Context: an optimization exercise on an open-source flow, tuned for a short achievable clock period. The choices shown serve that exercise and are no tape-out recipe. Function was checked by simulation only, so behaviour that the tests miss may differ from the original. No activity file was given, so power comes from the tool's default toggle rates.

`design/flow/run.sh`:
```
#!/bin/bash
# synth_recipe.tcl (not shown) runs the flow's synth.tcl, then flattens the netlist and writes it again
# the make line also repeats each setting of config.mk as NAME=value (left out here)
make -C /OpenROAD-flow-scripts/flow DESIGN_CONFIG=/design/flow/config.mk WORK_HOME=/design/flow/orfs CLKGATE_MAP_FILE= SYNTH_SCRIPT=/design/flow/synth_recipe.tcl finish
```
`design/flow/config.mk`:
```
export PLATFORM = sky130hd
export DESIGN_NAME = next_pc_predictor
export DESIGN_NICKNAME = next_pc_predictor
export VERILOG_FILES = /design/flow/design.v
export SDC_FILE = /design/flow/constraint.sdc
export NUM_CORES = 4
export LEC_CHECK = 0
export CAP_MARGIN = 20
export CORE_MARGIN = 2
export CORE_UTILIZATION = 40
export SETUP_SLACK_MARGIN = 4.0
export SLEW_MARGIN = 20
```
`design/flow/constraint.sdc`:
```
create_clock -name core_clock -period 7.0 [get_ports {CLOCK}]
set_input_delay 1.4000 -clock core_clock [delete_from_list [all_inputs] [get_ports {CLOCK}]]
set_output_delay 1.4000 -clock core_clock [all_outputs]
set_load 0.01 [all_outputs]
```
`design/flow/design.v`:
```
package npc_pkg;
    localparam logic [1:0] KIND_BRANCH = 2'b00;
    localparam logic [1:0] KIND_JUMP   = 2'b01;
    localparam logic [1:0] KIND_CALL   = 2'b10;
    localparam logic [1:0] KIND_RETURN = 2'b11;
    localparam logic [1:0] CTR_SNT = 2'b00;
    localparam logic [1:0] CTR_WNT = 2'b01;
    localparam logic [1:0] CTR_WT  = 2'b10;
    localparam logic [1:0] CTR_ST  = 2'b11;
    function automatic logic [1:0] satInc(input logic [1:0] ctr);
        satInc = (ctr == CTR_ST) ? CTR_ST : ctr + 2'd1;
    endfunction
    function automatic logic [1:0] satDec(input logic [1:0] ctr);
        satDec = (ctr == CTR_SNT) ? CTR_SNT : ctr - 2'd1;
    endfunction
endpackage
module return_address_stack #(
    parameter int RAS_DEPTH  = 4,
    parameter int ADDR_WIDTH = 32
) (
    input  logic                  clock,
    input  logic                  reset,
    input  logic                  push,
    input  logic                  pop,
    input  logic [ADDR_WIDTH-1:0] pushData,
    output logic [ADDR_WIDTH-1:0] top,
    output logic [ADDR_WIDTH-1:0] second,
    output logic                  empty,
    output logic                  one
);
    localparam int CNTW = $clog2(RAS_DEPTH + 1);
    localparam logic [CNTW-1:0] FULL_COUNT = CNTW'(RAS_DEPTH);
    logic [ADDR_WIDTH-1:0] slot [RAS_DEPTH];
    logic [CNTW-1:0]       count;
    assign top    = slot[0];
    assign second = (RAS_DEPTH > 1) ? slot[(RAS_DEPTH > 1) ? 1 : 0] : slot[0];
    assign empty  = (count == '0);
    assign one    = (count == CNTW'(1));
    always_ff @(posedge clock or posedge reset) begin
        if (reset) begin
            count <= '0;
        end else if (push) begin
            if (count != FULL_COUNT) begin
                count <= count + 1'b1;
            end
        end else if (pop && !empty) begin
            count <= count - 1'b1;
        end
    end
    always_ff @(posedge clock) begin
        if (push) begin
            slot[0] <= pushData;
            for (int k = 1; k < RAS_DEPTH; k++) slot[k] <= slot[k-1];
        end else if (pop && !empty) begin
            for (int k = 0; k < RAS_DEPTH - 1; k++) slot[k] <= slot[k+1];
        end
    end
endmodule
module next_pc_predictor #(
    parameter int                    ADDR_WIDTH  = 32,
    parameter int                    BTB_ENTRIES = 16,
    parameter int                    RAS_DEPTH   = 4,
    parameter logic [ADDR_WIDTH-1:0] RESET_PC    = 'h0040_0000
) (
    input  logic                  CLOCK,
    input  logic                  RESET,
    input  logic                  Stall_IN,
    output logic [ADDR_WIDTH-1:0] FetchAddress_OUT,
    output logic                  PredictedTaken_OUT,
    output logic [ADDR_WIDTH-1:0] PredictedTarget_OUT,
    input  logic                  Update_IN,
    input  logic [ADDR_WIDTH-1:0] UpdateAddress_IN,
    input  logic                  UpdateTaken_IN,
    input  logic [ADDR_WIDTH-1:0] UpdateTarget_IN,
    input  logic [1:0]            UpdateKind_IN,
    input  logic                  Mispredict_IN,
    input  logic [ADDR_WIDTH-1:0] RedirectAddress_IN
);
    localparam int N    = BTB_ENTRIES;
    localparam int IDXW = $clog2(BTB_ENTRIES);
    localparam int TAGW = ADDR_WIDTH - IDXW - 2;
    localparam logic [ADDR_WIDTH-1:0] RESET_PC4  = RESET_PC + ADDR_WIDTH'(4);
    logic                  btbValid  [N];
    logic [TAGW-1:0]       btbTag    [N];
    logic [ADDR_WIDTH-1:0] btbTarget [N];
    logic [1:0]            btbKind   [N];
    logic [1:0]            btbCtr    [N];
    logic [ADDR_WIDTH-1:0] pcQ, pcPlus4Q, takenTgtQ;
    logic [ADDR_WIDTH-1:0] pc;           
    logic [ADDR_WIDTH-1:0] pcPlus4;      
    logic                  predTaken;    
    logic                  predNotSel;   
    logic                  predSel;
    logic                  outSel;       
    logic                  outSelB;      
    logic [ADDR_WIDTH-1:0] pcI;          
    logic [ADDR_WIDTH-1:0] pcPlus4I;     
    logic [ADDR_WIDTH-1:0] takenTgt;     
    logic [ADDR_WIDTH-1:0] takenTgtO;    
    logic                  predCall;     
    logic                  predRet;      
    assign pc      = pcQ ^ RESET_PC;
    assign pcPlus4 = pcPlus4Q ^ RESET_PC4;
    assign takenTgtO = takenTgtQ ^ RESET_PC4;
    assign predSel  = !predNotSel;
    assign FetchAddress_OUT    = pc;
    assign PredictedTaken_OUT  = predTaken;
    localparam int HALF = ADDR_WIDTH / 2;
    assign PredictedTarget_OUT[HALF-1:0] =
        outSel ? takenTgtO[HALF-1:0] : pcPlus4[HALF-1:0];
    assign PredictedTarget_OUT[ADDR_WIDTH-1:HALF] =
        outSelB ? takenTgtO[ADDR_WIDTH-1:HALF] : pcPlus4[ADDR_WIDTH-1:HALF];
    logic [IDXW-1:0]       updIdx;
    logic [TAGW-1:0]       updTag;
    logic [N-1:0]          uSel;         
    logic [N-1:0]          uHit;         
    logic [N-1:0]          wTaken;       
    logic [1:0]            nCtr [N];     
    assign updIdx = UpdateAddress_IN[IDXW+1:2];
    assign updTag = UpdateAddress_IN[ADDR_WIDTH-1:IDXW+2];
    for (genvar i = 0; i < N; i++) begin : g_upd
        assign uSel[i]   = Update_IN && (updIdx == IDXW'(i));
        assign uHit[i]   = btbValid[i] && (btbTag[i] == updTag);
        assign wTaken[i] = uSel[i] && UpdateTaken_IN;
        assign nCtr[i]   = wTaken[i] ? (uHit[i] ? npc_pkg::satInc(btbCtr[i]) : npc_pkg::CTR_WT)
                         : (uSel[i] && uHit[i]) ? npc_pkg::satDec(btbCtr[i])
                         : btbCtr[i];
        always_ff @(posedge CLOCK or posedge RESET) begin
            if (RESET) begin
                btbValid[i] <= 1'b0;
                btbCtr[i]   <= npc_pkg::CTR_WNT;
            end else begin
                if (wTaken[i]) btbValid[i] <= 1'b1;
                btbCtr[i] <= nCtr[i];
            end
        end
        always_ff @(posedge CLOCK) begin
            if (wTaken[i]) begin
                btbTag[i]    <= updTag;
                btbTarget[i] <= UpdateTarget_IN;
                btbKind[i]   <= UpdateKind_IN;
            end
        end
    end
    logic                  advance;
    logic                  rasPush;
    logic                  rasPop;
    logic [ADDR_WIDTH-1:0] rasTop;
    logic [ADDR_WIDTH-1:0] rasSecond;
    logic                  rasEmpty;
    logic                  rasOne;
    assign advance = !Stall_IN && !Mispredict_IN;
    assign rasPush = advance && predCall;
    assign rasPop  = advance && predRet;
    return_address_stack #(
        .RAS_DEPTH  (RAS_DEPTH),
        .ADDR_WIDTH (ADDR_WIDTH)
    ) u_ras (
        .clock    (CLOCK),
        .reset    (RESET),
        .push     (rasPush),
        .pop      (rasPop),
        .pushData (pcPlus4I),
        .top      (rasTop),
        .second   (rasSecond),
        .empty    (rasEmpty),
        .one      (rasOne)
    );
    logic [ADDR_WIDTH-1:0] advRasTop;
    logic                  advRasEmpty;
    assign advRasTop   = predCall ? pcPlus4I : (predRet && !rasEmpty) ? rasSecond : rasTop;
    assign advRasEmpty = predCall ? 1'b0 : (predRet && !rasEmpty) ? rasOne : rasEmpty;
    logic [N*TAGW-1:0]       tagFlat;
    logic [N*ADDR_WIDTH-1:0] tgtFlat;
    logic [N*2-1:0]          kindFlat;
    logic [N-1:0]            vpVec;       
    logic [N-1:0]            vqVec;       
    logic [N-1:0]            vzVec;       
    for (genvar i = 0; i < N; i++) begin : g_flat
        assign tagFlat[i*TAGW +: TAGW]             = btbTag[i];
        assign tgtFlat[i*ADDR_WIDTH +: ADDR_WIDTH] = btbTarget[i];
        assign kindFlat[i*2 +: 2]                  = btbKind[i];
        assign vpVec[i] = btbValid[i] &&
                          (btbKind[i] != npc_pkg::KIND_BRANCH || btbCtr[i][1]);
        assign vqVec[i] = btbValid[i] &&
                          (btbKind[i] != npc_pkg::KIND_BRANCH || btbCtr[i] == npc_pkg::CTR_ST);
        assign vzVec[i] = btbValid[i] && (btbCtr[i] == npc_pkg::CTR_SNT);
    end
    logic [N-1:0] tagEqR, tagEqS, tagEqT, tagEqN;
    for (genvar i = 0; i < N; i++) begin : g_tageq
        assign tagEqR[i] = (btbTag[i] == RedirectAddress_IN[ADDR_WIDTH-1:IDXW+2]);
        assign tagEqS[i] = (btbTag[i] == pcI[ADDR_WIDTH-1:IDXW+2]);
        assign tagEqT[i] = (btbTag[i] == takenTgt[ADDR_WIDTH-1:IDXW+2]);
        if (i == 0) begin : g_wrap
            assign tagEqN[i] = (btbTag[i] == pcPlus4I[ADDR_WIDTH-1:IDXW+2]);
        end else begin : g_same
            assign tagEqN[i] = tagEqS[i];
        end
    end
    logic [ADDR_WIDTH-1:0] tPlus4, nPlus4, rPlus4;
    logic                  rTaken, sTaken, tTaken, nTaken;
    logic [ADDR_WIDTH-1:0] rTgt, sTgt, tTgt, nTgt;
    logic                  rCall, sCall, tCall, nCall;
    logic                  rRet, sRet, tRet, nRet;
    assign rPlus4 = RedirectAddress_IN + ADDR_WIDTH'(4);
    assign tPlus4 = takenTgt + ADDR_WIDTH'(4);
    assign nPlus4 = pcPlus4I + ADDR_WIDTH'(4);
    npc_lookup #(.ADDR_WIDTH(ADDR_WIDTH), .N(N)) u_lkR (
        .pcIn(RedirectAddress_IN),
        .tagEqIn(tagEqR), .tgtFlat(tgtFlat), .kindFlat(kindFlat),
        .vpVec(vpVec), .vqVec(vqVec), .vzVec(vzVec),
        .uValid(Update_IN), .uTaken(UpdateTaken_IN), .uAddr(UpdateAddress_IN),
        .uKind(UpdateKind_IN), .uTarget(UpdateTarget_IN),
        .rasTop(rasTop), .rasEmpty(rasEmpty),
        .taken(rTaken), .takenTarget(rTgt), .isCall(rCall), .isRet(rRet));
    npc_lookup #(.ADDR_WIDTH(ADDR_WIDTH), .N(N)) u_lkS (
        .pcIn(pcI),
        .tagEqIn(tagEqS), .tgtFlat(tgtFlat), .kindFlat(kindFlat),
        .vpVec(vpVec), .vqVec(vqVec), .vzVec(vzVec),
        .uValid(Update_IN), .uTaken(UpdateTaken_IN), .uAddr(UpdateAddress_IN),
        .uKind(UpdateKind_IN), .uTarget(UpdateTarget_IN),
        .rasTop(rasTop), .rasEmpty(rasEmpty),
        .taken(sTaken), .takenTarget(sTgt), .isCall(sCall), .isRet(sRet));
    npc_lookup #(.ADDR_WIDTH(ADDR_WIDTH), .N(N)) u_lkT (
        .pcIn(takenTgt),
        .tagEqIn(tagEqT), .tgtFlat(tgtFlat), .kindFlat(kindFlat),
        .vpVec(vpVec), .vqVec(vqVec), .vzVec(vzVec),
        .uValid(Update_IN), .uTaken(UpdateTaken_IN), .uAddr(UpdateAddress_IN),
        .uKind(UpdateKind_IN), .uTarget(UpdateTarget_IN),
        .rasTop(advRasTop), .rasEmpty(advRasEmpty),
        .taken(tTaken), .takenTarget(tTgt), .isCall(tCall), .isRet(tRet));
    npc_lookup #(.ADDR_WIDTH(ADDR_WIDTH), .N(N)) u_lkN (
        .pcIn(pcPlus4I),
        .tagEqIn(tagEqN), .tgtFlat(tgtFlat), .kindFlat(kindFlat),
        .vpVec(vpVec), .vqVec(vqVec), .vzVec(vzVec),
        .uValid(Update_IN), .uTaken(UpdateTaken_IN), .uAddr(UpdateAddress_IN),
        .uKind(UpdateKind_IN), .uTarget(UpdateTarget_IN),
        .rasTop(advRasTop), .rasEmpty(advRasEmpty),
        .taken(nTaken), .takenTarget(nTgt), .isCall(nCall), .isRet(nRet));
    logic [ADDR_WIDTH-1:0] aPc, aPlus4, aTgt;
    logic                  aTaken, aCall, aRet;
    assign aPc    = predSel ? takenTgt : pcPlus4I;
    assign aPlus4 = predSel ? tPlus4   : nPlus4;
    assign aTaken = predSel ? tTaken   : nTaken;
    assign aTgt   = predSel ? tTgt     : nTgt;
    assign aCall  = predSel ? tCall    : nCall;
    assign aRet   = predSel ? tRet     : nRet;
    logic                  nxTaken;
    logic [ADDR_WIDTH-1:0] nxTgt;
    assign nxTaken = Mispredict_IN ? rTaken : Stall_IN ? sTaken : aTaken;
    assign nxTgt   = Mispredict_IN ? rTgt   : Stall_IN ? sTgt   : aTgt;
    always_ff @(posedge CLOCK) begin
        outSel  <= nxTaken;
        outSelB <= nxTaken && !RESET;
        if (RESET) begin
            takenTgt <= RESET_PC4;
            pcI      <= RESET_PC;
            pcPlus4I <= RESET_PC4;
        end else if (Mispredict_IN) begin
            takenTgt <= nxTgt;
            pcI      <= RedirectAddress_IN;
            pcPlus4I <= rPlus4;
        end else begin
            takenTgt <= nxTgt;
            if (!Stall_IN) begin
                pcI      <= aPc;
                pcPlus4I <= aPlus4;
            end
        end
    end
    always_ff @(posedge CLOCK or posedge RESET) begin
        if (RESET) begin
            pcQ       <= '0;
            pcPlus4Q  <= '0;
            predTaken  <= 1'b0;
            predNotSel <= 1'b0;
            takenTgtQ  <= '0;
            predCall  <= 1'b0;
            predRet   <= 1'b0;
        end else if (Mispredict_IN) begin
            pcQ       <= RedirectAddress_IN ^ RESET_PC;
            pcPlus4Q  <= rPlus4 ^ RESET_PC4;
            predTaken  <= nxTaken;
            predNotSel <= !nxTaken;
            takenTgtQ  <= nxTgt ^ RESET_PC4;
            predCall  <= rCall;
            predRet   <= rRet;
        end else if (Stall_IN) begin
            predTaken  <= nxTaken;
            predNotSel <= !nxTaken;
            takenTgtQ  <= nxTgt ^ RESET_PC4;
            predCall  <= sCall;
            predRet   <= sRet;
        end else begin
            pcQ       <= aPc ^ RESET_PC;
            pcPlus4Q  <= aPlus4 ^ RESET_PC4;
            predTaken  <= nxTaken;
            predNotSel <= !nxTaken;
            takenTgtQ  <= nxTgt ^ RESET_PC4;
            predCall  <= aCall;
            predRet   <= aRet;
        end
    end
endmodule
module npc_lookup #(
    parameter int ADDR_WIDTH = 32,
    parameter int N          = 16
) (
    input  logic [ADDR_WIDTH-1:0]   pcIn,
    input  logic [N-1:0]            tagEqIn,    
    input  logic [N*ADDR_WIDTH-1:0] tgtFlat,
    input  logic [N*2-1:0]          kindFlat,
    input  logic [N-1:0]            vpVec,      
    input  logic [N-1:0]            vqVec,      
    input  logic [N-1:0]            vzVec,      
    input  logic                    uValid,
    input  logic                    uTaken,
    input  logic [ADDR_WIDTH-1:0]   uAddr,
    input  logic [1:0]              uKind,
    input  logic [ADDR_WIDTH-1:0]   uTarget,
    input  logic [ADDR_WIDTH-1:0]   rasTop,
    input  logic                    rasEmpty,
    output logic                    taken,
    output logic [ADDR_WIDTH-1:0]   takenTarget,
    output logic                    isCall,
    output logic                    isRet
);
    localparam int IDXW = $clog2(N);
    localparam int TAGW = ADDR_WIDTH - IDXW - 2;
    logic [IDXW-1:0]       idx;
    logic [TAGW-1:0]       tag;
    logic [1:0]            kindOld;
    logic [ADDR_WIDTH-1:0] tgtOld;
    logic                  tagEqU;       
    logic                  idxEqU;       
    logic                  mTaken;       
    logic                  mNot;         
    logic                  takenT;
    logic                  takenN;
    logic [1:0]            kindNew;
    logic [ADDR_WIDTH-1:0] tgtNew;
    assign idx = pcIn[IDXW+1:2];
    assign tag = pcIn[ADDR_WIDTH-1:IDXW+2];
    logic [3:0] decLo, decHi;
    for (genvar j = 0; j < 4; j++) begin : g_dec
        assign decLo[j] = (idx[1:0] == 2'(j));
        assign decHi[j] = (idx[3:2] == 2'(j));
    end
    logic [N-1:0] eqVec;         
    for (genvar i = 0; i < N; i++) begin : g_ent
        assign eqVec[i] = decLo[i % 4] && decHi[i / 4] && tagEqIn[i];
    end
    logic hitP, hitQ, hitZ;
    assign hitP = |(eqVec & vpVec);
    assign hitQ = |(eqVec & vqVec);
    assign hitZ = |(eqVec & vzVec);
    assign kindOld = kindFlat[idx*2 +: 2];
    assign tgtOld  = tgtFlat[idx*ADDR_WIDTH +: ADDR_WIDTH];
    assign tagEqU = (uAddr[ADDR_WIDTH-1:IDXW+2] == tag);
    assign idxEqU = (uAddr[IDXW+1:2] == idx);
    assign mTaken = uValid && uTaken && idxEqU;
    assign mNot   = uValid && !uTaken && idxEqU;
    assign takenT   = tagEqU && (uKind != npc_pkg::KIND_BRANCH || !hitZ);
    assign takenN   = tagEqU ? hitQ : hitP;
    assign taken    = mTaken ? takenT : (mNot ? takenN : hitP);
    assign kindNew = mTaken ? uKind : kindOld;
    assign tgtNew  = mTaken ? uTarget : tgtOld;
    assign isCall  = taken && (kindNew == npc_pkg::KIND_CALL);
    assign isRet   = taken && (kindNew == npc_pkg::KIND_RETURN);
    assign takenTarget = (kindNew == npc_pkg::KIND_RETURN && !rasEmpty) ? rasTop : tgtNew;
endmodule
```
==> results of run 1 <==
[stage by stage]
stage	util [%]	worst slack, ps	power (uW)
CTS	47.6	3540	22800
floorplan	-	3230	11900
global route	48.6	3520	23700
global placement	42.6	1340	13800
finish	48.6	3460	23300
detailed placement	42.6	1380	13800
[power by group through the flow]
stage               Sequential (uW)  Combinational [uW]  Clock [uW]
floorplan                      9100                2790           0
finish                         9260                5330        8690
CTS                            9240                4860        8720
global route                   9260                5370        9030
global placement               9470                4320           0
detailed placement             9480                4330           0
[path summary, 6_finish.rpt]
kind,depth (start not counted),end,from
worst min register to register,0,u_ras.slot[3][12]$_DFFE_PP_,u_ras.slot[2][12]$_DFFE_PP_
min in group asynchronous,3,pcQ[2]$_DFFE_PP0P_,RESET
worst min-delay path,0,u_ras.slot[3][12]$_DFFE_PP_,u_ras.slot[2][12]$_DFFE_PP_
worst max-delay path,14,predNotSel$_DFF_PP0_,pcI[27]$_SDFFE_PP0P_
max in group asynchronous,4,pcQ[18]$_DFFE_PP0P_,RESET
worst max register to register,14,predNotSel$_DFF_PP0_,pcI[27]$_SDFFE_PP0P_
[final cells by class]
type	instances	area [sq um]	share of cell area, %
Multi-Input combinational cell	5028	49900	46.7
Sequential cell	1332	38500	36.1
Timing Repair Buffer	807	9180	8.60
Clock buffer	201	4290	4.02
Tap cell	2871	3590	3.37
Clock inverter	98	1060	0.990
Inverter	57	241	0.226
Antenna cell	7	17.5	0.0164
[synth_stat cells, types with 38 or more instances]
cell      count  share of area [%]
buf_4        60               0.51
a22oi_1      44               0.37
xnor2_1     550                5.5
xor2_1     1309                 13
mux4_2      680                 17
clkbuf_1    230               0.98
buf_2       205                1.2
buf_1       104               0.44
o21ai_0     109               0.62
dfxtp_1      96                2.2
nor2_1      243                1.0
a21oi_1     139               0.79
dfrtp_1     132                3.7
edfxtp_1   1088                 37
inv_1        56               0.24
nand4_1     197                1.4
mux2i_1     113                1.3
nand3_1     154               0.87
nand2_1     393                1.7
o211ai_1     38               0.32
nor4_1      385                2.7
mux2_2      149                1.9
nor3_1       90               0.51
and2_1       43               0.30
[cells by family (layout without fill, tap and decap cells)]
kind of cell	count (synthesis)	count (layout)	synth area share, %
compound gates	569	570	4.47
xor+xnor	1859	1859	18.4
fa+ha+maj	9	9	0.127
buf+inv	671	1163	3.52
flops	1332	1332	43.4
mux	942	942	20.5
other cells	0	7	0
simple gates	1636	1648	9.56
[what timing repair did]
action	in CTS	in global routing
endpoints found under the setup margin	1152	349
setup buffers	222	101
gates cloned	24	8
hold buffers	0	0
resized for setup	953	249
pin swaps	145	90
[critical path, delay by kind of cell, from the launching register on]
family          cells  cell delay (ps)
simple gates        5             1140
compound gates      4              900
buf+inv             4              710
flops               1              380
xor+xnor            1              290
[routing by layer]
metal  global-route usage (%)  up-vias
met5                        0        -
met4                     31.1       26
met3                     12.3     1866
met2                     55.5     6307
met1                     49.3    36410
li1                         -    27381
==> impl_metrics.tcl, run 1 <==
set metrics [dict create \
    status "timing/DRC/antenna clean" \
    synth_flop_cell "edfxtp_1" \
    fillers 18973 \
    setup_tns_ps 0 \
    hold_class "reg -> reg" \
    start_util_pct 40.2 \
    grt_max_degree 99 \
    worst_slew_pin_slew_ps 1150 \
    cts_sinks 1332 \
    grt_pass1_vias 68205 \
    cts_inserted_buffers 161 \
    max_stage_delay_ps 650 \
    critical_path_arrival_ps 4280 \
    die_y_um 474 \
    maxCapViolCount 0 \
    timing.hold.ws_ps 443 \
    grt_pass1_wl_um 598000 \
    slowest_stage "or4_1" \
    power_switching_uw 7460 \
    final_cell_mix "xor2_1 (1306), edfxtp_1 (1088), mux4_2 (680)" \
    vias 71990 \
    die_w_um 474 \
    dpl.hpwl_um 279000 \
    clockBufferDepth 3 \
    async_reset_ff_share_pct 11.1 \
    htree_levels 4 \
    syn_nets 7131 \
    drtIter0Drc 12162 \
    reg_top3 "btbTarget x512, btbTag x416, u_ras.slot x128" \
    drive_above_1_share_pct 30.9 \
    largest_reg_flops 512 \
    worstSetupPathType "reg -> reg" \
    clockRootBuffer "clkbuf_16" \
    wl_met3_um 61300 \
    finalCritPeriodShare_pct 50.5 \
    synth_cell_types 80 \
    drc 0 \
    p_per_area_nw_per_um2 218 \
    wl_met1_um 157000 \
    finalNetCount 7500 \
    numPortBuffers 166 \
    antenna_found_initial 28 \
    synth_edf_count 1088 \
    placedCellCount 9739 \
    core.rowCount 172 \
    wl_met2_um 185000 \
    intPower_uw 15800 \
    final_cell_area_sq_um 107000 \
    io_pins 169 \
    clk_pin_slew_ps 60 \
    clk_latency_ps 870 \
    setup_viol 0 \
    syn_area_sq_um 88300 \
    required_ps 7750 \
    swShare_pct 32.1 \
    finalClockSkew_ps 56.3 \
    ys.warnings.count 9 \
    final_antenna_net_count 0 \
    gp_congestion 1.04 \
    core_sq_um 220000 \
    finalNonFillerCells 10401 \
    syn_avg_cell_area_sq_um 12.6 \
    drv_slew 0 \
    vias_per_cell 6.92 \
    relSlewSlack_pct 23.2 \
    regMostFlops "btbTarget" \
    totalWireLength_um 449000 \
    cts_tree "done" \
    cp_cell_sequence "buf_12 > buf_4 > xor2_1 > nor4_2 > nand4_1 > buf_4 > nor4_4 > buf_4 > a22oi_1 > o211ai_1 > or4_1 > o211ai_1 > o221ai_4 > and2_1" \
    rsz0062_at_grt "true" \
    first_pass_iters 17 \
    worst_setup_path_end_kind "flop" \
    vdd_drop_max_mv 0.246 \
    ys_seq_area_share_pct 43.4 \
    post-route-min-period_ps 3540 \
    power_frac_comb_pct 22.9 \
    placed_cell_area_sq_um 93500 \
    final-hold-violation-count 0 \
    drt-wirelength-per-cell_um 43.2 \
    syn_inst 7018 \
    die_area_sq_um 225000 \
    fmax_ghz 0.283 \
    ys_ff_latch 1332 \
    synthToLayoutAreaGrowth_pct 20.8 \
    power_frac_clock_pct 37.3 \
    crit_path_start_kind "flop" \
    layout_commonest_cell "xor2_1" \
    path_max_fanout 5 \
    leakagePower_uw 0.0371 \
    rrSetupSlack_ps 3460 \
    highest_layer "met5" \
    grt_usage_pct 39.2 \
    grt_overflow 0 \
    path_common_cell "buf_4" \
    p_seq_share_pct 39.8 \
]
==> run 2: changes to the inputs <==
--- a/design/flow/config.mk
+++ b/design/flow/config.mk
@@ -8,5 +8,5 @@
 export CAP_MARGIN = 20
 export CORE_MARGIN = 2
 export CORE_UTILIZATION = 40
-export SETUP_SLACK_MARGIN = 4.0
+export SETUP_SLACK_MARGIN = 4.5
 export SLEW_MARGIN = 20
==> run 2 against run 1 <==
Net effect:
- still clean on timing, DRC and antenna
- fmax decreased by 2.9%
- sequential power is essentially flat
- cell area is 5.7% higher
- sequential share of layout area fell by 1.9 points
- utilization up 2.8 points
- worst setup slack got worse by 110 ps
- clock-buffer cell count is 8 lower
- non-clock buffer count increased by 240
==> impl_metrics.tcl, run 2 <==
set metrics [dict create \
    status "timing/DRC/antenna clean" \
    grt_pass1_vias 70503 \
    max_stage_delay_ps 660 \
    drt-wirelength-per-cell_um 45.1 \
    synth_edf_count 1088 \
    whs_endpoint "u_ras.slot[3][3]$_DFFE_PP_" \
    synth_top_cell_area_share_pct 37.0 \
    synth_cell_types 80 \
    syn_inst 7018 \
    critical_path_arrival_ps 4380 \
    yosysMostFrequentCell "xor2_1" \
    totalWireLength_um 481000 \
    power_switching_uw 7690 \
    rr_endpoint "outSelB$_DFF_P_" \
    grt_overflow 0 \
    gp_congestion 1.05 \
    relSlewSlack_pct 19.3 \
    htree_levels 4 \
    maxCapViolCount 0 \
    final-hold-violation-count 0 \
    ys_top_cells_by_area "edfxtp_1 (37%), mux4_2 (17%), xor2_1 (13%)" \
    finalNetCount 7736 \
    cts_tree "done" \
    syn_avg_cell_area_sq_um 12.6 \
    synthTopCellsByCount "xor2_1 (1309), edfxtp_1 (1088), mux4_2 (680)" \
    io_pins 169 \
    largest_reg_flops 512 \
    cpLargestDelayFamily "simple AND/OR/NAND/NOR gates" \
    vias_per_cell 7.05 \
    finalClockSkew_ps 69.8 \
    required_ps 7730 \
    final_antenna_net_count 0 \
    swShare_pct 32.6 \
    clk_latency_ps 880 \
    power_frac_comb_pct 24.4 \
    antenna_found_initial 41 \
    setup_tns_ps 0 \
    clockRootBuffer "clkbuf_16" \
    cts_inserted_buffers 158 \
    path_max_fanout 11 \
    cp_cell_sequence "buf_12 > or4b_2 > nor4_1 > nand3_2 > nor3_4 > a2111o_1 > o41ai_2 > a21oi_1 > nand2_1 > o221ai_2 > a21oi_1" \
    synth_top_area_cell "edfxtp_1" \
    crit_buf_inv 1 \
    p_seq_share_pct 39.4 \
    crit_path_start_kind "flop" \
    ys_seq_area_share_pct 43.4 \
    vdd_drop_max_mv 0.250 \
    finalCritPeriodShare_pct 52.0 \
    reg2reg_from "takenTgt[3]$_SDFF_PP0_" \
    syn_nets 7131 \
    reg_top3 "btbTarget x512, btbTag x416, u_ras.slot x128" \
    power_frac_clock_pct 36.2 \
    placed_cell_area_sq_um 93500 \
    power_uw 23600 \
    hold_class "reg -> reg" \
    final_cell_mix "xor2_1 (1301), edfxtp_1 (1088), mux4_2 (680)" \
    regMostFlops "btbTarget" \
    ys_ff_latch 1332 \
    rsz0062_at_grt "true" \
    die_w_um 474 \
    die_y_um 474 \
    clockBufferDepth 3 \
    synthToLayoutAreaGrowth_pct 27.7 \
    dpl.hpwl_um 279000 \
    ys.warnings.count 9 \
    numPortBuffers 166 \
    async_reset_ff_share_pct 11.1 \
    r2r_cells 11 \
    layout_commonest_cell "xor2_1" \
    clk_pin_slew_ps 60 \
    rrSetupSlack_ps 3360 \
    vias 75127 \
    min_from "u_ras.slot[2][3]$_DFFE_PP_" \
    intPower_uw 15900 \
    grt_pass1_wl_um 623000 \
    syn_area_sq_um 88300 \
    path_common_cell "a21oi_1" \
    leakagePower_uw 0.0397 \
    drc 0 \
    worst_setup_path_end_kind "flop" \
    fillers 18365 \
    die_area_sq_um 225000 \
    drtIter0Drc 13498 \
    worst_slew_pin_slew_ps 1190 \
    post-route-min-period_ps 3640 \
    hold_depth 0 \
    timing.hold.ws_ps 451 \
    drv_slew 0 \
    first_pass_iters 7 \
    cts_sinks 1332 \
    p_per_area_nw_per_um2 209 \
    fin_util_pct 51.4 \
    grt_max_degree 122 \
    core.rowCount 172 \
    final_cell_area_sq_um 113000 \
    synth_flop_cell "edfxtp_1" \
    drive_above_1_share_pct 34.4 \
    start_util_pct 40.2 \
    slowest_stage "or4b_2" \
    fmax_ghz 0.275 \
    worstSetupPathType "reg -> reg" \
    core_sq_um 220000 \
    grt_usage_pct 41.0 \
    setup_viol 0 \
]
==> run 2: what timing repair did <==
action	CTS	global route
gates resized for setup	1399	394
pin swaps	221	158
endpoints found under the setup margin	1442	1066
cloned	63	39
buffers inserted	324	164
hold buffers	0	0
==> run 2: cell type report <==
| type | count | area, sq um | area share (%) |
|---|---|---|---|
| multi-input cells | 5027 | 50800 | 45.0 |
| clock buffers | 193 | 4220 | 3.74 |
| well taps | 2871 | 3590 | 3.18 |
| clock inverters | 99 | 1010 | 0.898 |
| diodes | 32 | 80.1 | 0.0710 |
| flip-flops and latches | 1332 | 38500 | 34.1 |
| repair buffers | 1047 | 14300 | 12.7 |
| inverters | 57 | 283 | 0.251 |
==> run 2: worst max-delay path by stage <==
stage | start | end | slack (ps) | depth (start not counted)
detailed placement | RedirectAddress_IN[2] | takenTgt[0]$_SDFF_PP0_ | 1460 | 10
global placement | RedirectAddress_IN[2] | takenTgt[25]$_SDFF_PP0_ | 1490 | 10
CTS | outSel$_DFF_P_ | PredictedTarget_OUT[8] | 3570 | 3
finish | takenTgt[3]$_SDFF_PP0_ | outSelB$_DFF_P_ | 3360 | 11
global route | takenTgt[3]$_SDFF_PP0_ | predNotSel$_DFF_PP0_ | 3230 | 11
floorplan | RedirectAddress_IN[2] | takenTgt[13]$_SDFF_PP0_ | 3230 | 12
==> run 2: per-layer routing <==
layer	GRT usage (%)	up-vias	wire length [um]	share of wire [%]
li1	-	27901	-	-
met3	16.9	2243	76900	16
met5	0.0216	-	436	0.091
met1	49.6	37815	159000	33
met2	56.8	7134	194000	40
met4	34.0	34	50500	10
==> run 2: cells by family (layout without fill, tap and decap cells) <==
| family | count (synthesis) | count (layout) | synth area share [%] |
|---|---|---|---|
| buffers and inverters | 671 | 1396 | 3.52 |
| other | 0 | 32 | 0 |
| adders and majority gates | 9 | 9 | 0.127 |
| AOI/OAI and AO/OA | 569 | 569 | 4.47 |
| DFF | 1332 | 1332 | 43.4 |
| muxes | 942 | 942 | 20.5 |
| and+or+nand+nor | 1636 | 1648 | 9.56 |
| xor gates and xnor gates | 1859 | 1859 | 18.4 |
==> run 2: worst register-to-register path: cells and delay by family, from the launching register on <==
kind / cells / cell delay, ps
AND/OR/NAND/NOR: 5 / 2020
AO/OA/AOI/OAI: 5 / 910
flip-flops: 1 / 380
buffers and inverters: 1 / 180
==> run 2: metrics by stage <==
stage,setup slack [ps],cells
CTS,3570,10423
floorplan,3230,7018
global placement,1490,9744
finish,3360,10658
detailed placement,1460,9744
global route,3230,10636
==> run 2: power by group through the flow <==
stage               combinational [uW]  clock (uW)  sequential, uW
finish                            5740        8550            9290
floorplan                         2800           0            9100
global placement                  4290           0            9480
CTS                               5170        8530            9260
detailed placement                4310           0            9490
global route                      5760        8840            9270
==> run 3: changes to the inputs <==
--- a/design/flow/design.v
+++ b/design/flow/design.v
@@ -96,20 +96,19 @@
     logic [ADDR_WIDTH-1:0] pcI;          
     logic [ADDR_WIDTH-1:0] pcPlus4I;     
     logic [ADDR_WIDTH-1:0] takenTgt;     
-    logic [ADDR_WIDTH-1:0] takenTgtO;    
     logic                  predCall;     
     logic                  predRet;      
     assign pc      = pcQ ^ RESET_PC;
     assign pcPlus4 = pcPlus4Q ^ RESET_PC4;
-    assign takenTgtO = takenTgtQ ^ RESET_PC4;
+    assign takenTgt = takenTgtQ ^ RESET_PC4;
     assign predSel  = !predNotSel;
     assign FetchAddress_OUT    = pc;
     assign PredictedTaken_OUT  = predTaken;
     localparam int HALF = ADDR_WIDTH / 2;
     assign PredictedTarget_OUT[HALF-1:0] =
-        outSel ? takenTgtO[HALF-1:0] : pcPlus4[HALF-1:0];
+        outSel ? takenTgt[HALF-1:0] : pcPlus4[HALF-1:0];
     assign PredictedTarget_OUT[ADDR_WIDTH-1:HALF] =
-        outSelB ? takenTgtO[ADDR_WIDTH-1:HALF] : pcPlus4[ADDR_WIDTH-1:HALF];
+        outSelB ? takenTgt[ADDR_WIDTH-1:HALF] : pcPlus4[ADDR_WIDTH-1:HALF];
     logic [IDXW-1:0]       updIdx;
     logic [TAGW-1:0]       updTag;
     logic [N-1:0]          uSel;         
@@ -253,19 +252,14 @@
         outSel  <= nxTaken;
         outSelB <= nxTaken && !RESET;
         if (RESET) begin
-            takenTgt <= RESET_PC4;
             pcI      <= RESET_PC;
             pcPlus4I <= RESET_PC4;
         end else if (Mispredict_IN) begin
-            takenTgt <= nxTgt;
             pcI      <= RedirectAddress_IN;
             pcPlus4I <= rPlus4;
-        end else begin
-            takenTgt <= nxTgt;
-            if (!Stall_IN) begin
-                pcI      <= aPc;
-                pcPlus4I <= aPlus4;
-            end
+        end else if (!Stall_IN) begin
+            pcI      <= aPc;
+            pcPlus4I <= aPlus4;
         end
     end
     always_ff @(posedge CLOCK or posedge RESET) begin
@@ -365,7 +359,19 @@
     assign taken    = mTaken ? takenT : (mNot ? takenN : hitP);
     assign kindNew = mTaken ? uKind : kindOld;
     assign tgtNew  = mTaken ? uTarget : tgtOld;
-    assign isCall  = taken && (kindNew == npc_pkg::KIND_CALL);
-    assign isRet   = taken && (kindNew == npc_pkg::KIND_RETURN);
+    logic [N-1:0] callV, retV;
+    for (genvar i = 0; i < N; i++) begin : g_kind
+        assign callV[i] = (kindFlat[i*2 +: 2] == npc_pkg::KIND_CALL);
+        assign retV[i]  = (kindFlat[i*2 +: 2] == npc_pkg::KIND_RETURN);
+    end
+    logic hitPC, hitQC, hitPR, hitQR;
+    assign hitPC = |(eqVec & vpVec & callV);
+    assign hitQC = |(eqVec & vqVec & callV);
+    assign hitPR = |(eqVec & vpVec & retV);
+    assign hitQR = |(eqVec & vqVec & retV);
+    assign isCall = mTaken ? (takenT && uKind == npc_pkg::KIND_CALL) :
+                    (mNot && tagEqU) ? hitQC : hitPC;
+    assign isRet  = mTaken ? (takenT && uKind == npc_pkg::KIND_RETURN) :
+                    (mNot && tagEqU) ? hitQR : hitPR;
     assign takenTarget = (kindNew == npc_pkg::KIND_RETURN && !rasEmpty) ? rasTop : tgtNew;
 endmodule
--- a/design/flow/config.mk
+++ b/design/flow/config.mk
@@ -8,5 +8,5 @@
 export CAP_MARGIN = 20
 export CORE_MARGIN = 2
 export CORE_UTILIZATION = 40
-export SETUP_SLACK_MARGIN = 4.5
+export SETUP_SLACK_MARGIN = 4.0
 export SLEW_MARGIN = 20
==> run 3 against run 2 <==
Net effect:
- still clean on timing, DRC and antenna
- die area rose by 2.1%
- synthesized area rose by 2.1%
- register-to-register slack got worse by 160 ps
- sequential power fell by 1%
- sequential share of layout area fell by 0.21 points
- wire length rose by 5.4%
- utilization fell by 1.6 points
- combinational power rose by 43%
- highest routed layer unchanged
==> impl_metrics.tcl, run 3 <==
set metrics [dict create \
    reg_top3 "btbTarget x512, btbTag x416, u_ras.slot x128" \
    fin_util_pct 49.8 \
    die_y_um 479 \
    required_ps 7780 \
    grt_overflow 0 \
    antenna_found_initial 46 \
    synth_top_area_cell "edfxtp_1" \
    grt_usage_pct 43.0 \
    drc 0 \
    clk_latency_ps 870 \
    layout_commonest_cell "edfxtp_1" \
    htree_levels 4 \
    ys.warnings.count 9 \
    maxCapViolCount 0 \
    clockBufferDepth 3 \
    grt_max_degree 108 \
    dp_slack_ps 920 \
    start_util_pct 40.2 \
    power_uw 26500 \
    syn_inst 7433 \
    timing.hold.ws_ps 438 \
    post-route-min-period_ps 3800 \
    multi_input_area_sq_um 52700 \
    hold_class "reg -> reg" \
    regArea_sq_um 37900 \
    regMostFlops "btbTarget" \
    fmax_ghz 0.263 \
    grt_pass1_vias 74283 \
    synth_cell_types 95 \
    ys_seq_area_share_pct 41.8 \
    ys_top_cells_by_area "edfxtp_1 (36%), mux4_2 (16%), xor2_1 (9.5%)" \
    relSlewSlack_pct 26.5 \
    finalCritPeriodShare_pct 54.3 \
    ys_ff_latch 1300 \
    drt-wirelength-per-cell_um 46.0 \
    path_max_fanout 8 \
    fillers 19289 \
    worst_slew_pin_slew_ps 1070 \
    synthTopCellsByCount "edfxtp_1 (1088), xor2_1 (976), xnor2_1 (886)" \
    synthToLayoutAreaGrowth_pct 23.9 \
    finalClockSkew_ps 83.3 \
    clockRootBuffer "clkbuf_16" \
    gp_congestion 1.06 \
    final_antenna_net_count 0 \
    synth_edf_count 1088 \
    async_reset_ff_share_pct 11.4 \
    first_pass_iters 8 \
    syn_avg_cell_area_sq_um 12.1 \
    syn_nets 7546 \
    worstSetupPathType "reg -> reg" \
    vias 78372 \
    grt_pass1_wl_um 668000 \
    drtIter0Drc 14000 \
    die_w_um 479 \
    worst_slack_ps 3200 \
    core.rowCount 174 \
    dpl.hpwl_um 322000 \
    rsz0062_at_grt "true" \
    final-hold-violation-count 0 \
    totalWireLength_um 507000 \
    cts_sinks 1300 \
    core_sq_um 224000 \
    leakagePower_uw 0.0370 \
    setup_tns_ps 0 \
    io_pins 169 \
    p_per_area_nw_per_um2 237 \
    syn_area_sq_um 90200 \
    finalNetCount 7985 \
    status "timing/DRC/antenna clean" \
    cts_tree "done" \
    cts_inserted_buffers 156 \
    drive_above_1_share_pct 31.7 \
    drv_slew 0 \
    worst_setup_path_end_kind "flop" \
    die_area_sq_um 229000 \
    critical_path_arrival_ps 4590 \
    clk_pin_slew_ps 70 \
    crit_path_start_kind "flop" \
    vias_per_cell 7.11 \
    largest_reg_flops 512 \
    synth_top_cell_area_share_pct 36.2 \
    yosysMostFrequentCell "edfxtp_1" \
    numPortBuffers 166 \
    vdd_drop_max_mv 0.282 \
    setup_viol 0 \
    synth_flop_cell "edfxtp_1" \
    final_cell_mix "edfxtp_1 (1088), xor2_1 (961), xnor2_1 (858)" \
]
run 3: cell count changes after synthesis, moves of 38 or more:
cell	previous run	this run
clkbuf_1	230	311
o21ai_0	109	181
a21oi_1	139	185
xor2_1	1309	976
nand3_1	154	116
nor2_1	243	289
mux2i_1	113	174
xnor2_1	550	886
nor4_1	385	335
nand4_1	197	303
run 3: through the flow:
stage,cell area (sq um),cells
detailed placement,95700,10240
CTS,110000,10941
floorplan,90900,7433
global placement,95700,10239
global route,112000,11001
finish,112000,11019
run 3: report_power, final:
part / switching (uW) / leakage (uW) / internal, uW
Clock: 3780 / 0.00272 / 5340
Sequential: 539 / 0.0120 / 8640
Combinational: 5000 / 0.0223 / 3240
run 3: path summary, 6_finish.rpt:
path                                                  start                     endpoint  slack (ps)  cells past startpoint
worst max-delay path               btbValid[11]$_DFFE_PP0P_              outSelB$_DFF_P_        3200                      9
worst min-delay path            u_ras.slot[2][29]$_DFFE_PP_  u_ras.slot[3][29]$_DFFE_PP_         440                      0
worst max register to register     btbValid[11]$_DFFE_PP0P_              outSelB$_DFF_P_        3200                      9
worst min register to register  u_ras.slot[2][29]$_DFFE_PP_  u_ras.slot[3][29]$_DFFE_PP_         440                      0
max in group asynchronous                             RESET    btbCtr[10][0]$_DFFE_PP1P_        4190                      5
min in group asynchronous                             RESET          pcQ[21]$_DFFE_PP0P_        1060                      3
run 3: cells by family after synthesis:
| logic type | after synthesis | synth area share, % |
|---|---|---|
| AO/OA/AOI/OAI | 740 | 5.40 |
| XOR/XNOR | 1863 | 18.1 |
| adder cells (fa/ha/maj) | 11 | 0.147 |
| buffers and inverters | 733 | 3.62 |
| flip-flops | 1300 | 41.8 |
| multiplexers | 978 | 20.2 |
| AND/OR/NAND/NOR | 1808 | 10.8 |
run 3: layout make-up:
class / instances / share of cell area [%]
clock buffer: 190 / 3.73
multi-input combinational: 5408 / 47.1
clock inverter: 100 / 1.30
antenna: 23 / 0.0515
inverter: 40 / 0.187
timing repair inverter: 2 / 0.0112
tap: 2992 / 3.35
timing repair buffer: 964 / 10.3
sequential: 1300 / 33.9
run 3: critical path, cell delays in order (launching register included):
cell      delay [ps]
dfrtp_1          740
and2_1           860
nand4_1          570
o22ai_4          430
a21oi_1           80
nand4_1          170
o221ai_2         110
or3b_4           250
o31a_1           270
and3_1           230
run 3: routing by layer:
metal | GRT usage, % | routed length, um | vias to the layer above
li1 | - | - | 29276
met1 | 51.3 | 168000 | 39250
met2 | 60.5 | 207000 | 7437
met3 | 16.2 | 74300 | 2373
met4 | 38.1 | 57400 | 36
met5 | 0.580 | 345 | -
run 3: repair_timing:
item	4_1_cts	5_1_grt
resized for setup	1134	276
pin swaps	159	127
gates cloned	40	4
setup buffers	371	50
setup endpoints to repair	1283	534
hold buffers	0	0
==> run 4: changes to the inputs <==
--- a/design/flow/design.v
+++ b/design/flow/design.v
@@ -117,6 +117,9 @@
     logic [1:0]            nCtr [N];     
     assign updIdx = UpdateAddress_IN[IDXW+1:2];
     assign updTag = UpdateAddress_IN[ADDR_WIDTH-1:IDXW+2];
+    logic [N-1:0]          vpVec;        
+    logic [N-1:0]          vqVec;        
+    logic [N-1:0]          vzVec;        
     for (genvar i = 0; i < N; i++) begin : g_upd
         assign uSel[i]   = Update_IN && (updIdx == IDXW'(i));
         assign uHit[i]   = btbValid[i] && (btbTag[i] == updTag);
@@ -124,13 +127,24 @@
         assign nCtr[i]   = wTaken[i] ? (uHit[i] ? npc_pkg::satInc(btbCtr[i]) : npc_pkg::CTR_WT)
                          : (uSel[i] && uHit[i]) ? npc_pkg::satDec(btbCtr[i])
                          : btbCtr[i];
+        logic       nValid;
+        logic       nNotBranch;
+        assign nValid     = btbValid[i] || wTaken[i];
+        assign nNotBranch = wTaken[i] ? (UpdateKind_IN != npc_pkg::KIND_BRANCH)
+                                      : (btbKind[i] != npc_pkg::KIND_BRANCH);
         always_ff @(posedge CLOCK or posedge RESET) begin
             if (RESET) begin
                 btbValid[i] <= 1'b0;
                 btbCtr[i]   <= npc_pkg::CTR_WNT;
+                vpVec[i]    <= 1'b0;
+                vqVec[i]    <= 1'b0;
+                vzVec[i]    <= 1'b0;
             end else begin
                 if (wTaken[i]) btbValid[i] <= 1'b1;
                 btbCtr[i] <= nCtr[i];
+                vpVec[i]  <= nValid && (nNotBranch || nCtr[i][1]);
+                vqVec[i]  <= nValid && (nNotBranch || nCtr[i] == npc_pkg::CTR_ST);
+                vzVec[i]  <= nValid && (nCtr[i] == npc_pkg::CTR_SNT);
             end
         end
         always_ff @(posedge CLOCK) begin
@@ -172,18 +186,10 @@
     logic [N*TAGW-1:0]       tagFlat;
     logic [N*ADDR_WIDTH-1:0] tgtFlat;
     logic [N*2-1:0]          kindFlat;
-    logic [N-1:0]            vpVec;       
-    logic [N-1:0]            vqVec;       
-    logic [N-1:0]            vzVec;       
     for (genvar i = 0; i < N; i++) begin : g_flat
         assign tagFlat[i*TAGW +: TAGW]             = btbTag[i];
         assign tgtFlat[i*ADDR_WIDTH +: ADDR_WIDTH] = btbTarget[i];
         assign kindFlat[i*2 +: 2]                  = btbKind[i];
-        assign vpVec[i] = btbValid[i] &&
-                          (btbKind[i] != npc_pkg::KIND_BRANCH || btbCtr[i][1]);
-        assign vqVec[i] = btbValid[i] &&
-                          (btbKind[i] != npc_pkg::KIND_BRANCH || btbCtr[i] == npc_pkg::CTR_ST);
-        assign vzVec[i] = btbValid[i] && (btbCtr[i] == npc_pkg::CTR_SNT);
     end
     logic [N-1:0] tagEqR, tagEqS, tagEqT, tagEqN;
     for (genvar i = 0; i < N; i++) begin : g_tageq
@@ -359,19 +365,7 @@
     assign taken    = mTaken ? takenT : (mNot ? takenN : hitP);
     assign kindNew = mTaken ? uKind : kindOld;
     assign tgtNew  = mTaken ? uTarget : tgtOld;
-    logic [N-1:0] callV, retV;
-    for (genvar i = 0; i < N; i++) begin : g_kind
-        assign callV[i] = (kindFlat[i*2 +: 2] == npc_pkg::KIND_CALL);
-        assign retV[i]  = (kindFlat[i*2 +: 2] == npc_pkg::KIND_RETURN);
-    end
-    logic hitPC, hitQC, hitPR, hitQR;
-    assign hitPC = |(eqVec & vpVec & callV);
-    assign hitQC = |(eqVec & vqVec & callV);
-    assign hitPR = |(eqVec & vpVec & retV);
-    assign hitQR = |(eqVec & vqVec & retV);
-    assign isCall = mTaken ? (takenT && uKind == npc_pkg::KIND_CALL) :
-                    (mNot && tagEqU) ? hitQC : hitPC;
-    assign isRet  = mTaken ? (takenT && uKind == npc_pkg::KIND_RETURN) :
-                    (mNot && tagEqU) ? hitQR : hitPR;
+    assign isCall  = taken && (kindNew == npc_pkg::KIND_CALL);
+    assign isRet   = taken && (kindNew == npc_pkg::KIND_RETURN);
     assign takenTarget = (kindNew == npc_pkg::KIND_RETURN && !rasEmpty) ? rasTop : tgtNew;
 endmodule
==> run 4 against run 3 <==
Net effect:
- via count down 1.3%
- worst setup slack better by 110 ps
- clock skew fell by 4.9 ps
- cell area increased by 0.55%
- total power down 4.0%
- wire length fell by 6.8%
- non-clock buffer count is 139 higher
- sequential power rose by 2.8%
- largest power group unchanged
- fmax grew 3.1%
- critical endpoint is now predRet$_DFF_PP0_
- first-iteration DRC count fell by 1.7%
==> impl_metrics.tcl, run 4 <==
set metrics [dict create \
    whs_endpoint "u_ras.slot[3][26]$_DFFE_PP_" \
    synth_cell_types 83 \
    synthToLayoutAreaGrowth_pct 25.2 \
    io_pins 169 \
    p_per_area_nw_per_um2 226 \
    setup_tns_ps 0 \
    worstSetupPathType "reg -> reg" \
    maxCapViolCount 0 \
    synth_edf_count 1088 \
    drtIter0Drc 13763 \
    synth_top_cell_area_share_pct 36.4 \
    synth_flop_cell "edfxtp_1" \
    clockRootBuffer "clkbuf_16" \
    drc 0 \
    ys_seq_area_share_pct 43.3 \
    clk_latency_ps 910 \
    dpl.hpwl_um 267000 \
    syn_avg_cell_area_sq_um 12.3 \
    syn_nets 7417 \
    status "timing/DRC/antenna clean" \
    die_area_sq_um 228000 \
    vdd_drop_max_mv 0.220 \
    finalClockSkew_ps 78.4 \
    rr_endpoint "predRet$_DFF_PP0_" \
    worst_slew_pin_slew_ps 1210 \
    layout_commonest_cell "xnor2_1" \
    grt_pass1_wl_um 623000 \
    rsz0062_at_grt "true" \
    numPortBuffers 166 \
    reg_top3 "btbTarget x512, btbTag x416, u_ras.slot x128" \
    synthTopCellsByCount "xnor2_1 (1185), edfxtp_1 (1088), mux4_2 (678)" \
    hold_class "reg -> reg" \
    relSlewSlack_pct 18.4 \
    clk_pin_slew_ps 60 \
    vias_per_cell 7.09 \
    post-route-min-period_ps 3690 \
    drive_above_1_share_pct 33.4 \
    grt_pass1_vias 71203 \
    rrSetupSlack_ps 3310 \
    power_switching_uw 8580 \
    start_util_pct 40.3 \
    antenna_found_initial 57 \
    finalNonFillerCells 10911 \
    placed_cell_area_sq_um 94800 \
    reg2reg_from "takenTgtQ[2]$_DFF_PP0_" \
    power_frac_clock_pct 34.4 \
    path_max_fanout 5 \
    ys.warnings.count 9 \
    p_seq_share_pct 37.1 \
    crit_path_start_kind "flop" \
    yosysMostFrequentCell "xnor2_1" \
    drv_slew 0 \
    htree_levels 4 \
    r2r_cells 13 \
    ys_top_cells_by_area "edfxtp_1 (36%), mux4_2 (17%), xnor2_1 (12%)" \
    ys_ff_latch 1348 \
    placedCellCount 9932 \
    fin_util_pct 50.5 \
    intPower_uw 16900 \
    final-hold-violation-count 0 \
    swShare_pct 33.7 \
    die_y_um 478 \
    core.rowCount 173 \
    synth_top_area_cell "edfxtp_1" \
    vias 77348 \
    fmax_ghz 0.271 \
    core_sq_um 223000 \
    gp_congestion 1.05 \
    finalCritPeriodShare_pct 52.7 \
    worst_setup_path_end_kind "flop" \
    largest_reg_flops 512 \
    cts_tree "done" \
    critical_path_arrival_ps 4470 \
    setup_viol 0 \
    grt_overflow 0 \
    leakagePower_uw 0.0379 \
    cts_sinks 1348 \
    hold_depth 0 \
    syn_area_sq_um 89800 \
    min_from "u_ras.slot[2][26]$_DFFE_PP_" \
    cts_inserted_buffers 157 \
    finalNetCount 7873 \
    ctsHoldBuffers 0 \
    die_w_um 478 \
    regMostFlops "btbTarget" \
    grt_usage_pct 39.9 \
    totalWireLength_um 473000 \
    power_frac_comb_pct 28.5 \
    final_cell_mix "xnor2_1 (1162), edfxtp_1 (1088), mux4_2 (678)" \
    syn_inst 7304 \
    required_ps 7790 \
    final_cell_area_sq_um 112000 \
    power_uw 25500 \
    async_reset_ff_share_pct 14.5 \
    drt-wirelength-per-cell_um 43.3 \
    grt_max_degree 101 \
    final_antenna_net_count 0 \
    clockBufferDepth 3 \
    first_pass_iters 10 \
]
==> run 4: cell types whose count changed after synthesis, sizes merged, moves of 26 or more <==
cell | before | now
xor2 | 977 | 667
dfrtp | 132 | 180
nor4 | 338 | 224
nand2 | 360 | 326
buf | 382 | 420
clkbuf | 311 | 395
o211ai | 5 | 35
nand4 | 303 | 343
xnor2 | 886 | 1185
inv | 37 | 105
o221ai | 35 | 4
a22oi | 51 | 12
and3 | 41 | 15
nor2 | 290 | 255
==> run 4: layer usage <==
layer  track usage (%)  wire length, um
met5             0.546              565
met4              35.0            53600
met3              17.4            75100
met2              55.1           191000
met1              47.0           153000
==> run 4: logic make-up after synthesis <==
logic type,count (synthesis),synth area share [%]
simple gates,1474,8.42
flops,1348,43.3
xor+xnor,1852,18.1
buf+inv,920,4.30
compound gates,694,4.88
mux,1007,20.9
fa+ha+maj,9,0.125
==> run 4: worst max-delay path by stage <==
stage | slack, ps | cells after the start | start | endpoint
3_5_place_dp | 1170 | 11 | UpdateAddress_IN[3] | predCall$_DFF_PP0_
4_1_cts | 3450 | 4 | takenTgtQ[3]$_DFF_PP0_ | PredictedTarget_OUT[3]
2_1_floorplan | 2960 | 6 | Mispredict_IN | u_ras.count[2]$_DFFE_PP0P_
5_1_grt | 3360 | 12 | pcI[4]$_SDFFE_PP0P_ | predCall$_DFF_PP0_
3_3_place_gp | 1170 | 11 | UpdateAddress_IN[3] | predRet$_DFF_PP0_
6_report | 3310 | 13 | takenTgtQ[2]$_DFF_PP0_ | predRet$_DFF_PP0_
==> run 4: cell type report <==
cell class	instances	area, sq um
Antenna cell	45	113
Clock buffer	215	4370
Clock inverter	75	1020
Fill cell	18832	110000
Inverter	105	425
Multi-Input combinational cell	5045	50200
Sequential cell	1348	39100
Tap cell	2975	3720
Timing Repair Buffer	1103	13500
==> run 4: stage by stage <==
| step | hold slack (ps) | setup slack (ps) |
|---|---|---|
| finish | 449 | 3310 |
| global route | 456 | 3360 |
| CTS | 449 | 3450 |
| detailed placement | 431 | 1170 |
| global placement | 427 | 1170 |
| floorplan | 422 | 2960 |
==> run 4: timing repair <==
item                                    4_1_cts  5_1_grt
setup buffers                               396      188
gates resized for setup                    1103      343
cloned                                       52        7
pin swaps                                   185      159
endpoints found under the setup margin     1359      377
==> run 4: power groups by stage <==
stage | combinational [uW] | sequential, uW | clock, uW
2_1_floorplan | 3310 | 9200 | 0
3_3_place_gp | 4950 | 9700 | 0
3_5_place_dp | 4980 | 9700 | 0
4_1_cts | 6520 | 9390 | 8750
5_1_grt | 7220 | 9420 | 9080
6_report | 7260 | 9440 | 8760
==> run 4: worst max-delay path, cell delays in order, from the launching register on <==
cell and delay (ps):
dfrtp_4 510, buf_4 270, buf_4 280, nor2b_4 230
buf_12 180, nand4_1 200, nor4_2 370, nand2_2 140
o22ai_2 210, a221o_1 200, o31ai_4 90, a32oi_4 380
nor3_2 100, a2111o_1 370
==> run 5: changes to the inputs <==
--- a/design/flow/design.v
+++ b/design/flow/design.v
@@ -96,19 +96,20 @@
     logic [ADDR_WIDTH-1:0] pcI;          
     logic [ADDR_WIDTH-1:0] pcPlus4I;     
     logic [ADDR_WIDTH-1:0] takenTgt;     
+    logic [ADDR_WIDTH-1:0] takenTgtO;    
     logic                  predCall;     
     logic                  predRet;      
     assign pc      = pcQ ^ RESET_PC;
     assign pcPlus4 = pcPlus4Q ^ RESET_PC4;
-    assign takenTgt = takenTgtQ ^ RESET_PC4;
+    assign takenTgtO = takenTgtQ ^ RESET_PC4;
     assign predSel  = !predNotSel;
     assign FetchAddress_OUT    = pc;
     assign PredictedTaken_OUT  = predTaken;
     localparam int HALF = ADDR_WIDTH / 2;
     assign PredictedTarget_OUT[HALF-1:0] =
-        outSel ? takenTgt[HALF-1:0] : pcPlus4[HALF-1:0];
+        outSel ? takenTgtO[HALF-1:0] : pcPlus4[HALF-1:0];
     assign PredictedTarget_OUT[ADDR_WIDTH-1:HALF] =
-        outSelB ? takenTgt[ADDR_WIDTH-1:HALF] : pcPlus4[ADDR_WIDTH-1:HALF];
+        outSelB ? takenTgtO[ADDR_WIDTH-1:HALF] : pcPlus4[ADDR_WIDTH-1:HALF];
     logic [IDXW-1:0]       updIdx;
     logic [TAGW-1:0]       updTag;
     logic [N-1:0]          uSel;         
@@ -135,16 +136,16 @@
         always_ff @(posedge CLOCK or posedge RESET) begin
             if (RESET) begin
                 btbValid[i] <= 1'b0;
-                btbCtr[i]   <= npc_pkg::CTR_WNT;
                 vpVec[i]    <= 1'b0;
                 vqVec[i]    <= 1'b0;
                 vzVec[i]    <= 1'b0;
+                btbCtr[i]   <= npc_pkg::CTR_WNT;
             end else begin
                 if (wTaken[i]) btbValid[i] <= 1'b1;
-                btbCtr[i] <= nCtr[i];
                 vpVec[i]  <= nValid && (nNotBranch || nCtr[i][1]);
                 vqVec[i]  <= nValid && (nNotBranch || nCtr[i] == npc_pkg::CTR_ST);
                 vzVec[i]  <= nValid && (nCtr[i] == npc_pkg::CTR_SNT);
+                btbCtr[i] <= nCtr[i];
             end
         end
         always_ff @(posedge CLOCK) begin
@@ -258,14 +259,19 @@
         outSel  <= nxTaken;
         outSelB <= nxTaken && !RESET;
         if (RESET) begin
+            takenTgt <= RESET_PC4;
             pcI      <= RESET_PC;
             pcPlus4I <= RESET_PC4;
         end else if (Mispredict_IN) begin
+            takenTgt <= nxTgt;
             pcI      <= RedirectAddress_IN;
             pcPlus4I <= rPlus4;
-        end else if (!Stall_IN) begin
-            pcI      <= aPc;
-            pcPlus4I <= aPlus4;
+        end else begin
+            takenTgt <= nxTgt;
+            if (!Stall_IN) begin
+                pcI      <= aPc;
+                pcPlus4I <= aPlus4;
+            end
         end
     end
     always_ff @(posedge CLOCK or posedge RESET) begin
==> run 5 against run 4 <==
Net effect:
- clock skew grew 4.6 ps
- first-iteration DRC count shrank 2.3%
- synthesized cell count up 1.8%
- sequential cell count is 32 higher
- utilization down 0.093 points
- still clean
- critical path type is now in -> reg
- largest cell class unchanged
- sequential share of layout area grew 0.22 points
==> impl_metrics.tcl, run 5 <==
set metrics [dict create \
    start_util_pct 40.3 \
    die_area_sq_um 231000 \
    leakagePower_uw 0.0383 \
    ys_ff_latch 1380 \
    finalNetCount 8047 \
    yosysMostFrequentCell "xnor2_1" \
    synthToLayoutAreaGrowth_pct 25.0 \
    vdd_drop_max_mv 0.191 \
    reg2reg_from "pcI[11]$_SDFFE_PP0P_" \
    maxCapViolCount 0 \
    totalWireLength_um 466000 \
    dpl.hpwl_um 282000 \
    clockRootBuffer "clkbuf_16" \
    grt_overflow 0 \
    multi_input_area_sq_um 50600 \
    min_from "u_ras.slot[2][15]$_DFFE_PP_" \
    power_switching_uw 7700 \
    power_frac_clock_pct 36.6 \
    clk_latency_ps 890 \
    timing.hold.ws_ps 429 \
    first_pass_iters 7 \
    synth_top_cell_area_share_pct 36.0 \
    clk_pin_slew_ps 60 \
    synthTopCellsByCount "xnor2_1 (1134), edfxtp_1 (1088), xor2_1 (705)" \
    antenna_found_initial 38 \
    synth_cell_types 91 \
    highest_layer "met5" \
    grt_max_degree 109 \
    drv_slew 0 \
    relSlewSlack_pct 24.3 \
    layout_commonest_cell "xnor2_1" \
    fillers 19283 \
    final-hold-violation-count 0 \
    r2r_cells 12 \
    worst_slew_pin_slew_ps 1100 \
    status "timing/DRC/antenna clean" \
    wl_met3_um 66100 \
    drt-wirelength-per-cell_um 42.0 \
    core_sq_um 225000 \
    crit_path_start_kind "input pin" \
    p_seq_share_pct 39.5 \
    hold_class "reg -> reg" \
    regMostFlops "btbTarget" \
    grt_pass1_vias 71532 \
    finalClockSkew_ps 83.0 \
    rrSetupSlack_ps 3420 \
    synth_edf_count 1088 \
    path_max_fanout 10 \
    die_y_um 480 \
    cts_tree "done" \
    syn_area_sq_um 90800 \
    setup_viol 0 \
    grt_usage_pct 39.1 \
    ys_top_cells_by_area "edfxtp_1 (36%), mux4_2 (17%), xnor2_1 (11%)" \
    critical_path_arrival_ps 4360 \
    reg_top3 "btbTarget x512, btbTag x416, u_ras.slot x128" \
    largest_reg_flops 512 \
    finalCritPeriodShare_pct 51.8 \
    syn_inst 7434 \
    syn_avg_cell_area_sq_um 12.2 \
    setup_tns_ps 0 \
    core.rowCount 174 \
    power_frac_comb_pct 23.9 \
    required_ps 7740 \
    hold_depth 0 \
    final_cell_mix "xnor2_1 (1123), edfxtp_1 (1088), xor2_1 (701)" \
    grt_pass1_wl_um 618000 \
    startpoint "RedirectAddress_IN[27]" \
    wl_met2_um 191000 \
    htree_levels 4 \
    die_w_um 480 \
    synth_top_area_cell "edfxtp_1" \
    io_pins 169 \
    power_uw 24400 \
    syn_nets 7547 \
    regArea_sq_um 39600 \
    p_per_area_nw_per_um2 215 \
    intPower_uw 16700 \
    gp_congestion 1.05 \
    async_reset_ff_share_pct 14.2 \
    cts_sinks 1380 \
    vias_per_cell 6.85 \
    ys_seq_area_share_pct 43.5 \
    worst_setup_path_end_kind "flop" \
    fmax_ghz 0.276 \
    swShare_pct 31.6 \
    clockBufferDepth 3 \
    drive_above_1_share_pct 33.0 \
    rr_endpoint "predCall$_DFF_PP0_" \
    final_antenna_net_count 0 \
    ys.warnings.count 9 \
    drtIter0Drc 13448 \
    numPortBuffers 166 \
    cts_inserted_buffers 161 \
    synth_flop_cell "edfxtp_1" \
    worstSetupPathType "in -> reg" \
    post-route-min-period_ps 3620 \
    drc 0 \
    wl_met1_um 159000 \
    vias 75868 \
    whs_endpoint "u_ras.slot[3][15]$_DFFE_PP_" \
    rsz0062_at_grt "true" \
]
-- run 5: changes by cell type after synthesis, sizes merged, moves of 15 or more --
cell    change
nand2     +147
mux2i      -98
o21ai      -52
xnor2      -51
nand3      +47
xor2       +38
a32oi      +37
and2       +35
dfxtp      +32
a211oi     -30
clkbuf     -22
and3       +18
nor2       +15
-- run 5: how the worst max path moves through the flow --
stage	slack, ps	endpoint	cells after the start
floorplan	2840	u_ras.count[2]$_DFFE_PP0P_	7
global placement	1500	takenTgt[18]$_SDFF_PP0_	12
detailed placement	1480	takenTgt[18]$_SDFF_PP0_	12
CTS	3530	PredictedTarget_OUT[19]	4
global route	3430	predCall$_DFF_PP0_	14
finish	3380	predCall$_DFF_PP0_	15
-- run 5: area by class of cell --
type | count | area share (%)
Antenna cell | 13 | 0.0287
Clock buffer | 213 | 3.87
Tap cell | 2992 | 3.30
Multi-Input combinational cell | 5184 | 44.6
Sequential cell | 1380 | 35.0
Timing Repair Buffer | 1114 | 12.0
Inverter | 93 | 0.333
Clock inverter | 84 | 0.943
-- run 5: layer usage --
layer	vias to the layer above	track usage (%)
li1	28772	-
met1	38137	48.4
met2	6853	55.4
met3	2078	12.9
met4	28	32.3
met5	-	0.249
-- run 5: timing repair --
item / CTS / global route
endpoints found under the setup margin: 1238 / 267
buffers inserted: 389 / 176
resized for setup: 1138 / 370
gates cloned: 38 / 13
hold endpoints to repair: 0 / 0
hold buffers: 0 / 0
pin swaps: 165 / 136
-- run 5: cell families after synthesis --
family	Yosys count	synth area share (%)
mux	915	19.7
xor+xnor	1839	17.7
compound gates	639	4.71
flops	1380	43.5
simple gates	1776	10.0
buf+inv	876	4.16
fa+ha+maj	9	0.124
-- run 5: per-stage QoR --
step	worst slack, ps	util [%]	cells	area (sq um)
6_report	3380	50.4	11073	113000
5_1_grt	3430	50.4	11061	113000
4_1_cts	3530	48.8	10871	110000
3_5_place_dp	1480	42.6	10147	96000
3_3_place_gp	1500	42.6	10147	96000
2_1_floorplan	2840	-	7434	91600
-- run 5: worst max-delay path: stages --
cell and delay (ps):
buf_6 220, buf_16 220, xor2_1 220, nor4_2 70
nand4_1 150, nor4_2 70, buf_4 190, buf_4 160
a222oi_1 420, and3_1 260, nand4_1 110, a32oi_2 250
buf_6 180, nor3b_1 50, or3_1 360
-- run 5: power by group through the flow --
stage | Combinational, uW | Sequential (uW) | Clock [uW]
finish | 5810 | 9620 | 8920
detailed placement | 4360 | 9820 | 0
global placement | 4330 | 9810 | 0
global route | 5850 | 9620 | 9220
CTS | 5260 | 9590 | 8910
floorplan | 2870 | 9420 | 0

-- port drivers added, routing unchanged --
No port has a modelled driver above. Below, the same layouts with a new extraction and two added sets of constraints.
Step 1: set_driving_cell puts a clkbuf_16 on CLOCK and a buf_2 on each other input, an assumption about the parent block.
Step 2 times the ports against the registers' clock, not the clock port: input delays grow and output delays shrink by t, the midpoint of the rising clock arrivals with the driver on.
a / b / c = ideal / step 1 / step 2; a / b = the first two.
run | shift t [ns] | slack for setup (ns) | worst setup path at the end | latest minus earliest clock arrival (ns) | cell pins on the clock port's net
run 1 | 0.947 | 3.464 / 3.442 / 2.510 | input to register | 0.076 / 0.076 | 1
run 2 | 0.948 | 3.357 / 3.252 / 2.304 | input to register | 0.077 / 0.076 | 1
run 3 | 0.927 | 3.197 / 3.096 / 2.169 | input to register | 0.084 / 0.084 | 1
run 4 | 0.956 | 3.311 / 3.034 / 2.078 | input to register | 0.079 / 0.079 | 1
run 5 | 0.943 | 3.376 / 3.129 / 2.187 | input to register | 0.094 / 0.093 | 1
After both steps every run listed still meets setup and hold. For run 4, which loses most, drivers alone change the setup slack by -0.277 ns; drivers and shift together by -1.233 ns.
